This is an optimization exercise on Yosys and OpenROAD, whose aim is small area, not a production implementation. The RTL was checked by simulation tests, not by an equivalence proof against the original design. Power figures rest on the tool's default switching activity, not on a simulated workload.

==> flow/design.v <==
package auc_pkg;
  localparam int AUC_WIDTH = 256;
  localparam int AUC_BUS   = 32;
  localparam int AUC_DEPTH = 4;
  localparam int AUC_BEATS = AUC_WIDTH / AUC_BUS;
  localparam logic [2:0] MODE_RAND = 3'b000;
  localparam logic [2:0] MODE_INVS = 3'b001;
  localparam logic [2:0] MODE_R    = 3'b010;
  localparam logic [2:0] MODE_S    = 3'b011;
  localparam logic [2:0] MODE_MMUL = 3'b101;
endpackage
module auc_wbuf
#(
  parameter int WIDTH = auc_pkg::AUC_WIDTH,
  parameter int BUS   = auc_pkg::AUC_BUS,
  parameter int DEPTH = auc_pkg::AUC_DEPTH
) (
  input  logic                  clk,
  input  logic [WIDTH/BUS-1:0]  col_en,
  input  logic [BUS-1:0]        beat_dat,
  output logic [WIDTH-1:0]      row0_n,
  output logic [WIDTH-1:0]      row2_n
);
  localparam int NB = WIDTH / BUS;
  logic [WIDTH-1:0] row0_q, row1_q, row2_q, row3_q;
  always_ff @(posedge clk) begin
    for (int j = 0; j < NB; j++) begin
      if (col_en[j]) begin
        row0_q[j*BUS +: BUS] <= row1_q[j*BUS +: BUS];
        row1_q[j*BUS +: BUS] <= row2_q[j*BUS +: BUS];
        row2_q[j*BUS +: BUS] <= row3_q[j*BUS +: BUS];
        row3_q[j*BUS +: BUS] <= ~beat_dat;
      end
    end
  end
  assign row0_n = row0_q;
  assign row2_n = row2_q;
endmodule
module auc_loader
#(
  parameter int WIDTH = auc_pkg::AUC_WIDTH,
  parameter int BUS   = auc_pkg::AUC_BUS,
  parameter int DEPTH = auc_pkg::AUC_DEPTH
) (
  input  logic             clk,
  input  logic             rst,
  input  logic             host_wr,
  input  logic [BUS-1:0]   host_wdat,
  output logic             host_rdy,
  input  logic             host_cmd_vld,
  input  logic [2:0]       host_cmd_mode,
  output logic             host_cmd_rdy,
  input  logic             core_busy,
  output logic [WIDTH-1:0] auc_dat,
  output logic             auc_start,
  output logic [2:0]       auc_mode,
  output logic             ldr_busy,
  output logic             ldr_err
);
  localparam int NB = WIDTH / BUS;
  logic       busy_q;
  logic [2:0] bcnt_q;
  logic [2:0] wcnt_q;
  logic [2:0] mode_q;
  logic       err_q;
  logic       beat_en, cmd_fire, cmd_ok, legal;
  logic [2:0] nwords;
  logic [2:0] blen;
  logic [NB-1:0]    col_en;
  logic [WIDTH-1:0] row0_n, row2_n;
  logic       sel4_n, sel2_n;
  assign host_rdy     = !busy_q && !wcnt_q[2] && !host_cmd_vld;
  assign host_cmd_rdy = !busy_q && (bcnt_q == 3'd0) && !core_busy;
  assign beat_en  = host_wr && host_rdy;
  assign cmd_fire = host_cmd_vld && host_cmd_rdy;
  always_comb begin
    legal  = 1'b1;
    nwords = 3'd0;
    blen   = 3'd2;
    case (host_cmd_mode)
      auc_pkg::MODE_RAND,
      auc_pkg::MODE_INVS,
      auc_pkg::MODE_R:    begin nwords = 3'd0; blen = 3'd2; end
      auc_pkg::MODE_S:    begin nwords = 3'd2; blen = 3'd3; end
      auc_pkg::MODE_MMUL: begin nwords = 3'd4; blen = 3'd5; end
      default:            legal = 1'b0;
    endcase
  end
  assign cmd_ok = legal && (wcnt_q == nwords);
  always_ff @(posedge clk or negedge rst) begin
    if (!rst) begin
      busy_q <= 1'b0;
      bcnt_q <= 3'd0;
      wcnt_q <= 3'd0;
      mode_q <= 3'b000;
      err_q  <= 1'b0;
    end else if (busy_q) begin
      if (bcnt_q == 3'd0) busy_q <= 1'b0;
      else                bcnt_q <= bcnt_q - 3'd1;
    end else if (cmd_fire) begin
      err_q  <= !cmd_ok;
      wcnt_q <= 3'd0;
      if (cmd_ok) begin
        busy_q <= 1'b1;
        bcnt_q <= blen;
        mode_q <= host_cmd_mode;
      end
    end else if (beat_en) begin
      bcnt_q <= bcnt_q + 3'd1;
      if (bcnt_q == 3'd7) wcnt_q <= wcnt_q + 3'd1;
    end
  end
  for (genvar j = 0; j < NB; j++) begin : g_en
    assign col_en[j] = busy_q || (beat_en && bcnt_q == 3'(j));
  end
  auc_wbuf #(
    .WIDTH (WIDTH),
    .BUS   (BUS),
    .DEPTH (DEPTH)
  ) u_wbuf (
    .clk      (clk),
    .col_en   (col_en),
    .beat_dat (host_wdat),
    .row0_n   (row0_n),
    .row2_n   (row2_n)
  );
  assign sel4_n = !mode_q[2];
  assign sel2_n = !(mode_q[1] && mode_q[0]);
  assign auc_dat = ~((WIDTH'({WIDTH{sel4_n}}) | row0_n) &
                     (WIDTH'({WIDTH{sel2_n}}) | row2_n));
  assign auc_start = busy_q && (bcnt_q >= 3'd2);
  assign ldr_busy  = busy_q;
  assign auc_mode  = mode_q;
  assign ldr_err   = err_q;
endmodule
clock: 4.0 ns
lec_check: 0
cap_margin: 20
core_margin: 2
core_utilization: 60
cts_buf_list: sky130_fd_sc_hd__clkbuf_8
cts_cluster_diameter: 50
cts_cluster_size: 16
slew_margin: 20
run.sh (not shown) runs the stock make flow with config.mk's settings and CLKGATE_MAP_FILE= SYNTH_SCRIPT=/design/flow/synth_recipe.tcl, a recipe that flattens the netlist after the stock synthesis.
The starting point ran to the end with no violations.
==> next run, changes <==
Settings changed: CORE_UTILIZATION 60 to 40, CTS_BUF_LIST sky130_fd_sc_hd__clkbuf_8 to unset, CTS_CLUSTER_DIAMETER 50 to unset, CTS_CLUSTER_SIZE 16 to unset.
=> The changed run finished with timing, DRC and antenna clean. Wire length goes up by about 6.5%. Global-route usage is lower by 6.6 points. Critical path depth is unchanged. Design area increases by about 6%. Total power goes up by about 13%. Synthesized area stays the same. Via count went up by about 2.4%. Sequential share of layout area is lower by 4.3 points. Count of clock-buffer cells in the layout grows by 37. Die area is higher by about 50%. Worst hold slack is worse by 0.018 ns.
==> next run, changes <==
==> flow/flow/run.sh (new file) <==
#!/bin/bash
set -uo pipefail
cts_args=$(cat flow/cts_args.txt)
cat >> config.mk <<EOC
export BUFFER_PORTS_ARGS = -buffer_cell sky130_fd_sc_hd__buf_1
export CTS_ARGS = ${cts_args}
EOC
cp config.mk config_used.log
bash standard.sh > standard.log 2>&1
==> flow/flow/cts_args.txt (new file) <==
-sink_clustering_enable -repair_clock_nets -sink_clustering_size 20 -sink_clustering_max_diameter 50 -buf_list sky130_fd_sc_hd__clkbuf_8 -dont_use_dummy_load
==> flow/standard.sh (new file) <==
#!/bin/bash
# synth_recipe.tcl (not shown) runs the flow's synth.tcl, then flattens the netlist and writes it again
# the make line also repeats each setting of config.mk as NAME=value (left out here)
make -C /OpenROAD-flow-scripts/flow DESIGN_CONFIG=/design/flow/config.mk WORK_HOME=/design/flow/orfs CLKGATE_MAP_FILE= SYNTH_SCRIPT=/design/flow/synth_recipe.tcl "${@:-finish}"
Settings changed: BUFFER_PORTS_ARGS set to -buffer_cell sky130_fd_sc_hd__buf_1, CORE_UTILIZATION 40 to 75, CTS_ARGS set to -sink_clustering_enable -repair_clock_nets -sink_clustering_size 20 -sink_clustering_max_diameter 50 -buf_list sky130_fd_sc_hd__clkbuf_8 -dont_use_dummy_load, GPL_TIMING_DRIVEN set to 0.
removed: flow/run.sh
Effect: The new run passed the timing, DRC and antenna checks. Worst hold slack got worse by 0.26 ns. Wire length falls by 10%. Via count went down by 1.1%. Worst setup slack degrades by 0.23 ns.
==> next run, changes <==
==> flow/run.sh (new file) <==
#!/bin/bash
# synth_recipe.tcl (not shown) runs the flow's synth.tcl, then flattens the netlist and writes it again
# the make line also repeats each setting of config.mk as NAME=value (left out here)
make -C /OpenROAD-flow-scripts/flow DESIGN_CONFIG=/design/flow/config.mk WORK_HOME=/design/flow/orfs CLKGATE_MAP_FILE= SYNTH_SCRIPT=/design/flow/synth_recipe.tcl finish
Settings changed: BUFFER_PORTS_ARGS -buffer_cell sky130_fd_sc_hd__buf_1 to unset, CORE_UTILIZATION 75 to 60, CTS_ARGS -sink_clustering_enable -repair_clock_nets -sink_clustering_size 20 -sink_clustering_max_diameter 50 -buf_list sky130_fd_sc_hd__clkbuf_8 -dont_use_dummy_load to unset, CTS_BUF_LIST set to sky130_fd_sc_hd__clkbuf_8 sky130_fd_sc_hd__clkbuf_16, CTS_CLUSTER_DIAMETER set to 80, CTS_CLUSTER_SIZE set to 24, GPL_TIMING_DRIVEN 0 to unset.
removed: flow/flow/run.sh
removed: flow/flow/cts_args.txt
removed: flow/standard.sh
Result: The changed run finished clean. Die area climbs by 25%. Critical path depth drops by 1. Sequential share of layout area is lower by 5.2 points. Synthesized cell count stays the same.
==> next run, changes <==
==> flow/flow/run.sh (new file) <==
#!/bin/bash
set -uo pipefail
cts_args=$(cat flow/cts_args.txt)
cat >> config.mk <<EOC
export BUFFER_PORTS_ARGS = -buffer_cell sky130_fd_sc_hd__buf_1
export CTS_ARGS = ${cts_args}
EOC
cp config.mk config_used.log
bash standard.sh > standard.log 2>&1
==> flow/flow/cts_args.txt (new file) <==
-sink_clustering_enable -repair_clock_nets -sink_clustering_size 20 -sink_clustering_max_diameter 50 -buf_list sky130_fd_sc_hd__clkbuf_8 -dont_use_dummy_load
==> flow/standard.sh (new file) <==
#!/bin/bash
# synth_recipe.tcl (not shown) runs the flow's synth.tcl, then flattens the netlist and writes it again
# the make line also repeats each setting of config.mk as NAME=value (left out here)
make -C /OpenROAD-flow-scripts/flow DESIGN_CONFIG=/design/flow/config.mk WORK_HOME=/design/flow/orfs CLKGATE_MAP_FILE= SYNTH_SCRIPT=/design/flow/synth_recipe.tcl "${@:-finish}"
Settings changed: BUFFER_PORTS_ARGS set to -buffer_cell sky130_fd_sc_hd__buf_1, CORE_UTILIZATION 60 to 85, CTS_ARGS set to -sink_clustering_enable -repair_clock_nets -sink_clustering_size 20 -sink_clustering_max_diameter 50 -buf_list sky130_fd_sc_hd__clkbuf_8 -dont_use_dummy_load, CTS_BUF_LIST sky130_fd_sc_hd__clkbuf_8 sky130_fd_sc_hd__clkbuf_16 to unset, CTS_CLUSTER_DIAMETER 80 to unset, CTS_CLUSTER_SIZE 24 to unset.
removed: flow/run.sh
The new run failed in detailed placement.
Synthesized cell count does not change.
Synthesized area does not change.

## separate check: timing with driven ports
In the flow no input, the clock included, has a driving cell. The finished layouts below were timed again as built, in two steps.
Step 1, drivers: a clkbuf_16 drives clk and a buf_2 each remaining input, both assumed.
Step 2 adds t to the input delays and takes it off the output delays; t is the mean of the earliest and latest rising clock arrival at the registers after step 1. Input paths then give back, and output paths get back, about the clock's delay inside the block.
Slacks: ideal ports / drivers / drivers and shift; pairs: ideal ports / drivers.
| run | t (ns) | setup WS [ns] | hold WS [ns] | clock arrival spread, ns | pins driven straight from the clock port |
|---|---|---|---|---|---|
| the first run | 0.730 | 0.379 / 0.321 / 0.560 | 0.407 / 0.407 / 0.407 | 0.041 / 0.041 | 1 |
| the second run | 0.702 | 0.413 / 0.355 / 0.601 | 0.388 / 0.388 / 0.388 | 0.046 / 0.045 | 1 |
| the third run | 0.722 | 0.181 / 0.126 / 0.848 | 0.124 / 0.093 / 0.391 | 0.096 / 0.096 | 1 |
| the fourth run | 0.664 | 0.449 / 0.391 / 0.595 | 0.413 / 0.413 / 0.413 | 0.031 / 0.032 | 1 |
After both steps every run listed still meets setup and hold.
